Context: an optimization exercise on an open-source flow, tuned for small area. The choices shown serve that exercise and are no tape-out recipe.
Function was checked by simulation only, so behaviour that the tests miss may differ from the original.
Power and IR drop assume default switching activity.

// phy_mgmt_top
module phy_mgmt_top #(
	parameter int NUM_PHYS     = phy_mgmt_pkg::DEF_NUM_PHYS,
	parameter int RESET_CYCLES = phy_mgmt_pkg::DEF_RESET_CYCLES,
	parameter int MDC_HALF     = phy_mgmt_pkg::DEF_MDC_HALF,
	parameter int ACT_STRETCH  = phy_mgmt_pkg::DEF_ACT_STRETCH
) (
	input  logic                     clk_125mhz,
	input  logic                     arst_n,
	input  logic [5*NUM_PHYS-1:0]    req_phy_addr,
	input  logic [5*NUM_PHYS-1:0]    req_reg_addr,
	input  logic [16*NUM_PHYS-1:0]   req_wr_data,
	input  logic [NUM_PHYS-1:0]      req_wr,	 
	input  logic [NUM_PHYS-1:0]      req_rd,	 
	output logic [16*NUM_PHYS-1:0]   rsp_rd_data,
	output logic [NUM_PHYS-1:0]      rsp_busy,
	output logic [NUM_PHYS-1:0]      mdc,
	output logic [NUM_PHYS-1:0]      mdio_o,
	output logic [NUM_PHYS-1:0]      mdio_oe,
	input  logic [NUM_PHYS-1:0]      mdio_i,
	input  logic [NUM_PHYS-1:0]      link_up,
	input  logic [NUM_PHYS-1:0]      rx_start,	 
	output logic [NUM_PHYS-1:0]      phy_rst_n,
	output logic [NUM_PHYS-1:0]      link_led,
	output logic [NUM_PHYS-1:0]      act_led
);
export LEC_CHECK = 0
export CAP_MARGIN = 20
export CORE_MARGIN = 2
export CORE_UTILIZATION = 80
export SLEW_MARGIN = 20
create_clock -name core_clock -period 8.0 [get_ports {clk_125mhz}]
standard.sh (not shown) runs the stock make flow with config.mk's settings and CLKGATE_MAP_FILE= SYNTH_SCRIPT=/design/flow/synth_recipe.tcl, a recipe that flattens the netlist after the stock synthesis.
==> flow/flow/run.sh <==
#!/bin/bash
# The standard layout (standard.sh: floorplan, power grid and taps as
# standard), with these changes:
#  - synthesis is synth_recipe.tcl with area-oriented ABC scripts
#    (area_synth.tcl, abc_*.script; the smallest result is kept);
#    registers are untouched;
#  - after synthesis, combinational cells get the smallest drive strength of
#    their family (downsize.tcl); the flow's repair steps size up as needed;
#  - port buffers are buf_1 instead of the resizer's default pick;
#  - clock tree of clkbuf_8 with sink clusters of at most 16 flops, without
#    dummy loads.
# Each tool's full output goes to a log file in the work folder; ORFS's own
# per-step logs stay under orfs/logs.
set -euo pipefail
export FLOW_WORK=$PWD
KNOBS=(
	"SYNTH_SCRIPT=$PWD/flow/area_synth.tcl"
	"BUFFER_PORTS_ARGS=-buffer_cell sky130_fd_sc_hd__buf_1"
	"CTS_ARGS=-sink_clustering_enable -repair_clock_nets -dont_use_dummy_load -sink_clustering_size 16 -sink_clustering_max_diameter 60 -buf_list sky130_fd_sc_hd__clkbuf_8 -root_buf sky130_fd_sc_hd__clkbuf_4"
)
bash standard.sh "${KNOBS[@]}" synth > flow_synth.log 2>&1
ODB=$(ls -d orfs/results/*/phy_mgmt_top/base)/1_synth.odb \
	openroad -no_init -exit flow/downsize.tcl > flow_downsize.log 2>&1
bash standard.sh "${KNOBS[@]}" finish > flow_make.log 2>&1
Other scripts of this flow, unchanged in this note and not shown: flow/flow/abc_a5.script, flow/flow/abc_b1.script, flow/flow/abc_b4.script, flow/flow/abc_c6.script, flow/flow/abc_c7.script, flow/flow/abc_d1.script, flow/flow/abc_d3.script, flow/flow/abc_d4.script, flow/flow/area_synth.tcl, flow/flow/downsize.tcl
Change:
--- a/flow/flow/run.sh
+++ b/flow/flow/run.sh
@@ -17,5 +17,5 @@
 	"SYNTH_SCRIPT=$PWD/flow/area_synth.tcl"
 	"BUFFER_PORTS_ARGS=-buffer_cell sky130_fd_sc_hd__buf_1"
-	"CTS_ARGS=-sink_clustering_enable -repair_clock_nets -dont_use_dummy_load -sink_clustering_size 16 -sink_clustering_max_diameter 60 -buf_list sky130_fd_sc_hd__clkbuf_8 -root_buf sky130_fd_sc_hd__clkbuf_4"
+	"CTS_ARGS=-sink_clustering_enable -repair_clock_nets -dont_use_dummy_load -sink_clustering_size 16 -sink_clustering_max_diameter 60 -buf_list sky130_fd_sc_hd__clkbuf_8"
 )
 bash standard.sh "${KNOBS[@]}" synth > flow_synth.log 2>&1
Settings changed: CORE_UTILIZATION 80 to 70.
Power drops slightly; maximum frequency climbs by a few percent; wire length drops by about a fifth; core utilization drops by 11 points; sequential power barely changes; global-route usage drops by 9.4 points; clock skew drops by 17 ps; via count drops by a few percent; worst hold slack hardly moves; worst setup slack gets better by 150 ps; cell count climbs by a few percent.

========
The RTL this note starts from:
==> flow/design.v <==
package phy_mgmt_pkg;
	localparam int MDIO_PREAMBLE_BITS = 32;	 
	localparam int MDIO_FRAME_BITS    = 64;	 
	localparam logic [1:0] MDIO_OP_WRITE = 2'b01;
	localparam logic [1:0] MDIO_OP_READ  = 2'b10;
	localparam int DEF_NUM_PHYS     = 4;	 
	localparam int DEF_RESET_CYCLES = 65535;	 
	localparam int DEF_MDC_HALF     = 25;	 
	localparam int DEF_ACT_STRETCH  = 16777215;
endpackage
`timescale 1ns/10ps
module phy_reset_seq #(
	parameter int NUM_PHYS     = phy_mgmt_pkg::DEF_NUM_PHYS,
	parameter int RESET_CYCLES = phy_mgmt_pkg::DEF_RESET_CYCLES
) (
	input  logic                clk_125mhz,
	input  logic                arst_n,
	output logic [NUM_PHYS-1:0] phy_rst_n
);
	logic [15:0] lfsr_q;
	logic        low_nz;	 
	logic        fb;
	assign low_nz = |lfsr_q[14:0];
	assign fb     = (lfsr_q[15] & low_nz) ^ lfsr_q[14] ^ lfsr_q[12] ^ lfsr_q[3];
	always_ff @(posedge clk_125mhz or negedge arst_n) begin
		if (!arst_n)
			lfsr_q <= 16'h0001;
		else
			lfsr_q <= {lfsr_q[14:0], fb};
	end
	assign phy_rst_n = {NUM_PHYS{!(lfsr_q[15] | low_nz)}};
endmodule
`timescale 1ns/10ps
module mdio_master (
	input  logic        clk_125mhz,
	input  logic        arst_n,
	input  logic [4:0]  phy_addr,
	input  logic [4:0]  reg_addr,
	input  logic [15:0] wr_data,
	input  logic        wr,
	input  logic        rd,
	output logic [15:0] rd_data,
	output logic        busy,
	output logic        mdc,
	output logic        mdio_o,
	output logic        mdio_oe,
	input  logic        mdio_i
);
	logic        wr_q, rd_q;	 
	logic        busy_q;
	logic        op_rd_q;	 
	logic [4:0]  div_q;	 
	logic        mdc_q;	 
	logic [5:0]  bit_q;	 
	logic [9:0]  addr_q;	 
	logic [15:0] sr_q;	 
	logic [15:0] rd_data_q;
	logic        start_wr, start;
	logic        half_end, frame_done, shift;
	logic [4:0]  j;	 
	always_ff @(posedge clk_125mhz or negedge arst_n) begin
		if (!arst_n) begin
			wr_q <= 1'b0;
			rd_q <= 1'b0;
		end else begin
			wr_q <= wr;
			rd_q <= rd;
		end
	end
	assign start_wr = wr && !wr_q;
	assign start    = start_wr || (rd && !rd_q);
	assign half_end   = (div_q == 5'h14);	 
	assign frame_done = half_end && mdc_q && (bit_q == 6'd63);
	always_ff @(posedge clk_125mhz or negedge arst_n) begin
		if (!arst_n)
			busy_q <= 1'b0;
		else if (busy_q)
			busy_q <= !frame_done;
		else
			busy_q <= start;
	end
	always_ff @(posedge clk_125mhz) begin
		if (!busy_q || half_end)
			div_q <= '0;
		else
			div_q <= {div_q[3:0], !(div_q[4] ^ div_q[2])};
	end
	always_ff @(posedge clk_125mhz or negedge arst_n) begin
		if (!arst_n)
			mdc_q <= 1'b0;
		else if (!busy_q)
			mdc_q <= 1'b0;
		else if (half_end)
			mdc_q <= !mdc_q;
	end
	always_ff @(posedge clk_125mhz) begin
		if (!busy_q)
			bit_q <= '0;
		else if (half_end && mdc_q)
			bit_q <= bit_q + 1'b1;
	end
	assign j = bit_q[4:0];
	assign shift = half_end && bit_q[5] && j[4] && (mdc_q != op_rd_q);
	always_ff @(posedge clk_125mhz) begin
		if (!busy_q) begin
			op_rd_q <= !start_wr;	 
			addr_q  <= {phy_addr, reg_addr};
		end
	end
	always_ff @(posedge clk_125mhz) begin
		if (!busy_q)
			sr_q <= wr_data;
		else if (shift)
			sr_q <= {sr_q[14:0], mdio_i};
	end
	always_ff @(posedge clk_125mhz or negedge arst_n) begin
		if (!arst_n)
			rd_data_q <= '0;
		else if (busy_q && frame_done && op_rd_q)
			rd_data_q <= sr_q;
	end
	always_comb begin
		mdio_o = 1'b1;
		if (busy_q && bit_q[5]) begin
			if (j == 5'd0 || j == 5'd15)
				mdio_o = 1'b0;
			else if (j == 5'd2)
				mdio_o = op_rd_q;
			else if (j == 5'd3)
				mdio_o = !op_rd_q;
			else if (j >= 5'd4 && j <= 5'd13)
				mdio_o = addr_q[5'd13 - j];
			else if (j >= 5'd16)
				mdio_o = op_rd_q || sr_q[15];
		end
	end
	assign mdio_oe = busy_q && !(op_rd_q && bit_q >= 6'd47);
	assign mdc     = mdc_q;
	assign busy    = busy_q;
	assign rd_data = rd_data_q;
endmodule
`timescale 1ns/10ps
module port_led_driver #(
	parameter int NUM_PHYS    = phy_mgmt_pkg::DEF_NUM_PHYS,
	parameter int ACT_STRETCH = phy_mgmt_pkg::DEF_ACT_STRETCH
) (
	input  logic                clk_125mhz,
	input  logic                arst_n,
	input  logic [NUM_PHYS-1:0] link_up,
	input  logic [NUM_PHYS-1:0] rx_start,
	output logic [NUM_PHYS-1:0] link_led,
	output logic [NUM_PHYS-1:0] act_led
);
	always_ff @(posedge clk_125mhz or negedge arst_n) begin
		if (!arst_n)
			link_led <= '0;
		else
			link_led <= link_up;	 
	end
	for (genvar i = 0; i < NUM_PHYS; i++) begin : g_act
		logic [23:0] q;	 
		logic        on_q;
		logic        last;
		assign last = &q;
		always_ff @(posedge clk_125mhz) begin
			for (int b = 1; b < 24; b++)
				q[b] <= !(rx_start[i] | q[b-1]);
			q[0] <= !rx_start[i] & (q[23] ^ q[22] ^ q[21] ^ q[16]);
		end
		always_ff @(posedge clk_125mhz or negedge arst_n) begin
			if (!arst_n)
				on_q <= 1'b0;
			else
				on_q <= rx_start[i] | (on_q & !last);
		end
		assign act_led[i] = on_q;
	end
endmodule
`timescale 1ns/10ps
module phy_mgmt_top #(
	parameter int NUM_PHYS     = phy_mgmt_pkg::DEF_NUM_PHYS,
	parameter int RESET_CYCLES = phy_mgmt_pkg::DEF_RESET_CYCLES,
	parameter int MDC_HALF     = phy_mgmt_pkg::DEF_MDC_HALF,
	parameter int ACT_STRETCH  = phy_mgmt_pkg::DEF_ACT_STRETCH
) (
	input  logic                     clk_125mhz,
	input  logic                     arst_n,
	input  logic [5*NUM_PHYS-1:0]    req_phy_addr,
	input  logic [5*NUM_PHYS-1:0]    req_reg_addr,
	input  logic [16*NUM_PHYS-1:0]   req_wr_data,
	input  logic [NUM_PHYS-1:0]      req_wr,	 
	input  logic [NUM_PHYS-1:0]      req_rd,	 
	output logic [16*NUM_PHYS-1:0]   rsp_rd_data,
	output logic [NUM_PHYS-1:0]      rsp_busy,
	output logic [NUM_PHYS-1:0]      mdc,
	output logic [NUM_PHYS-1:0]      mdio_o,
	output logic [NUM_PHYS-1:0]      mdio_oe,
	input  logic [NUM_PHYS-1:0]      mdio_i,
	input  logic [NUM_PHYS-1:0]      link_up,
	input  logic [NUM_PHYS-1:0]      rx_start,	 
	output logic [NUM_PHYS-1:0]      phy_rst_n,
	output logic [NUM_PHYS-1:0]      link_led,
	output logic [NUM_PHYS-1:0]      act_led
);
	phy_reset_seq #(
		.NUM_PHYS     (NUM_PHYS),
		.RESET_CYCLES (RESET_CYCLES)
	) i_phy_reset_seq (
		.clk_125mhz (clk_125mhz),
		.arst_n     (arst_n),
		.phy_rst_n  (phy_rst_n)
	);
	for (genvar i = 0; i < NUM_PHYS; i++) begin : g_mdio
		mdio_master i_mdio_master (
			.clk_125mhz (clk_125mhz),
			.arst_n     (arst_n),
			.phy_addr   (req_phy_addr[5*i +: 5]),
			.reg_addr   (req_reg_addr[5*i +: 5]),
			.wr_data    (req_wr_data[16*i +: 16]),
			.wr         (req_wr[i]),
			.rd         (req_rd[i]),
			.rd_data    (rsp_rd_data[16*i +: 16]),
			.busy       (rsp_busy[i]),
			.mdc        (mdc[i]),
			.mdio_o     (mdio_o[i]),
			.mdio_oe    (mdio_oe[i]),
			.mdio_i     (mdio_i[i])
		);
	end
	port_led_driver #(
		.NUM_PHYS    (NUM_PHYS),
		.ACT_STRETCH (ACT_STRETCH)
	) i_port_led_driver (
		.clk_125mhz (clk_125mhz),
		.arst_n     (arst_n),
		.link_up    (link_up),
		.rx_start   (rx_start),
		.link_led   (link_led),
		.act_led    (act_led)
	);
endmodule
export LEC_CHECK = 0
export CAP_MARGIN = 20
export CORE_MARGIN = 2
export CORE_UTILIZATION = 70
export SLEW_MARGIN = 20
create_clock -name core_clock -period 8.0 [get_ports {clk_125mhz}]
==> flow/flow/run.sh <==
#!/bin/bash
set -euo pipefail
KNOBS=(
	"BUFFER_PORTS_ARGS=-buffer_cell sky130_fd_sc_hd__buf_1"
	"CTS_ARGS=-sink_clustering_enable -repair_clock_nets -dont_use_dummy_load -sink_clustering_size 16 -sink_clustering_max_diameter 60 -buf_list sky130_fd_sc_hd__clkbuf_8"
)
bash standard.sh "${KNOBS[@]}" synth > flow_synth.log 2>&1
ODB=$(ls -d orfs/results/*/phy_mgmt_top/base)/1_synth.odb \
	openroad -no_init -exit flow/downsize.tcl > flow_downsize.log 2>&1
bash standard.sh "${KNOBS[@]}" finish > flow_make.log 2>&1
==> flow/flow/downsize.tcl <==
# Gives every combinational cell of the synthesized netlist the smallest
# drive strength of its own cell family (same function and pins, e.g.
# mux2_4 -> mux2_1). Flip-flops and clock cells are left alone. The later
# repair steps of the flow size up again wherever slew, capacitance or
# timing need it.
read_db $::env(ODB)
set db [ord::get_db]
set smallest [dict create]
foreach lib [$db getLibs] {
  foreach m [$lib getMasters] {
    set n [$m getName]
    if {![regexp {^(sky130_fd_sc_hd__[a-z0-9]+)_([0-9]+)$} $n -> base drive]} { continue }
    set a [expr {[$m getWidth] * [$m getHeight]}]
    if {![dict exists $smallest $base] || $a < [lindex [dict get $smallest $base] 1]} {
      dict set smallest $base [list $m $a]
    }
  }
}
set swapped 0
foreach inst [[ord::get_db_block] getInsts] {
  set m [$inst getMaster]
  set n [$m getName]
  if {![regexp {^(sky130_fd_sc_hd__[a-z0-9]+)_([0-9]+)$} $n -> base drive]} { continue }
  if {[regexp {^sky130_fd_sc_hd__(df|edf|sdf|sedf|dl|clk|conb|tap|fill|decap|diode|lpflow|probe)} $n]} { continue }
  set best [lindex [dict get $smallest $base] 0]
  if {[$best getName] ne $n && [lindex [dict get $smallest $base] 1] < [$m getWidth] * [$m getHeight]} {
    puts "swap [$inst getName] $n -> [$best getName]"
    $inst swapMaster $best
    incr swapped
  }
}
puts "downsize: swapped $swapped cells"
write_db $::env(ODB)
The first run finished clean.
Rerun with:
==> flow/flow/run.sh (replaced) <==
#!/bin/bash
set -euo pipefail
bash standard.sh \
	"BUFFER_PORTS_ARGS=-buffer_cell sky130_fd_sc_hd__buf_1" \
	"CTS_ARGS=-sink_clustering_enable -repair_clock_nets -dont_use_dummy_load -sink_clustering_size 20 -sink_clustering_max_diameter 40 -buf_list sky130_fd_sc_hd__clkbuf_8" \
	"RECOVER_POWER=100" \
	"MATCH_CELL_FOOTPRINT=0" \
	finish > flow_make.log 2>&1
removed: flow/flow/downsize.tcl
This time the run completed and failed the layout checks on max-capacitance violations, max-slew violations; synthesized area rose by 2.2%; cell area rose by 1.1%; setup slack is worse by 0.097 ns.
Rerun with:
==> flow/flow/run.sh (replaced) <==
#!/bin/bash
set -euo pipefail
bash standard.sh \
	"BUFFER_PORTS_ARGS=-buffer_cell sky130_fd_sc_hd__buf_1" \
	"CTS_ARGS=-sink_clustering_enable -repair_clock_nets -dont_use_dummy_load -sink_clustering_size 16 -sink_clustering_max_diameter 60 -buf_list sky130_fd_sc_hd__clkbuf_8" \
	finish > flow_make.log 2>&1
Effect: With this change the flow completed without violations; non-clock buffer count does not change; routed wire length goes down by 0.35%; via count stays flat; synthesized cell count is unchanged; core utilization goes up by 0.11 points; clock power goes down by about 14%; design area barely changes; setup slack gets better by 0.074 ns; final cell count goes down by about 0.7%; clock-buffer cell count goes down by 10; clock skew goes down by 0.012 ns.

what the ideal ports hide:
The flow's constraints put no driver on any port. The routed layouts listed below were extracted and timed again, unchanged, in two steps.
Step 1 (the two cells are an assumption about what drives the block):
set clk [get_ports {clk_125mhz}]
set_driving_cell -lib_cell sky130_fd_sc_hd__clkbuf_16 $clk
set_driving_cell -lib_cell sky130_fd_sc_hd__buf_2 [delete_from_list [all_inputs] $clk]
Step 2 times the ports against the registers' clock, not the clock port: input delays grow and output delays shrink by t, the midpoint of the rising clock arrivals with the driver on.
Three values: ideal, step 1, step 2; two values: the first two.
run | t, ns | setup slack, ns | worst data-port slew with drivers (ns)
the first run of note 1 | 0.724 | 3.771 / 3.734 / 4.459 | 0.06
the second run of note 1 | 0.584 | 3.921 / 3.879 / 4.463 | 0.08
the first run of note 2 | 0.591 | 3.806 / 3.766 / 4.358 | 0.07
the second run of note 2 | 0.546 | 3.708 / 3.670 / 3.425 | 0.07
the third run of note 2 | 0.593 | 3.782 / 3.743 / 4.335 | 0.07
For the second run of note 2, which loses most, drivers alone change the setup slack by -0.038 ns; drivers and shift together by -0.283 ns. The worst setup slack also covers recovery checks on asynchronous resets.
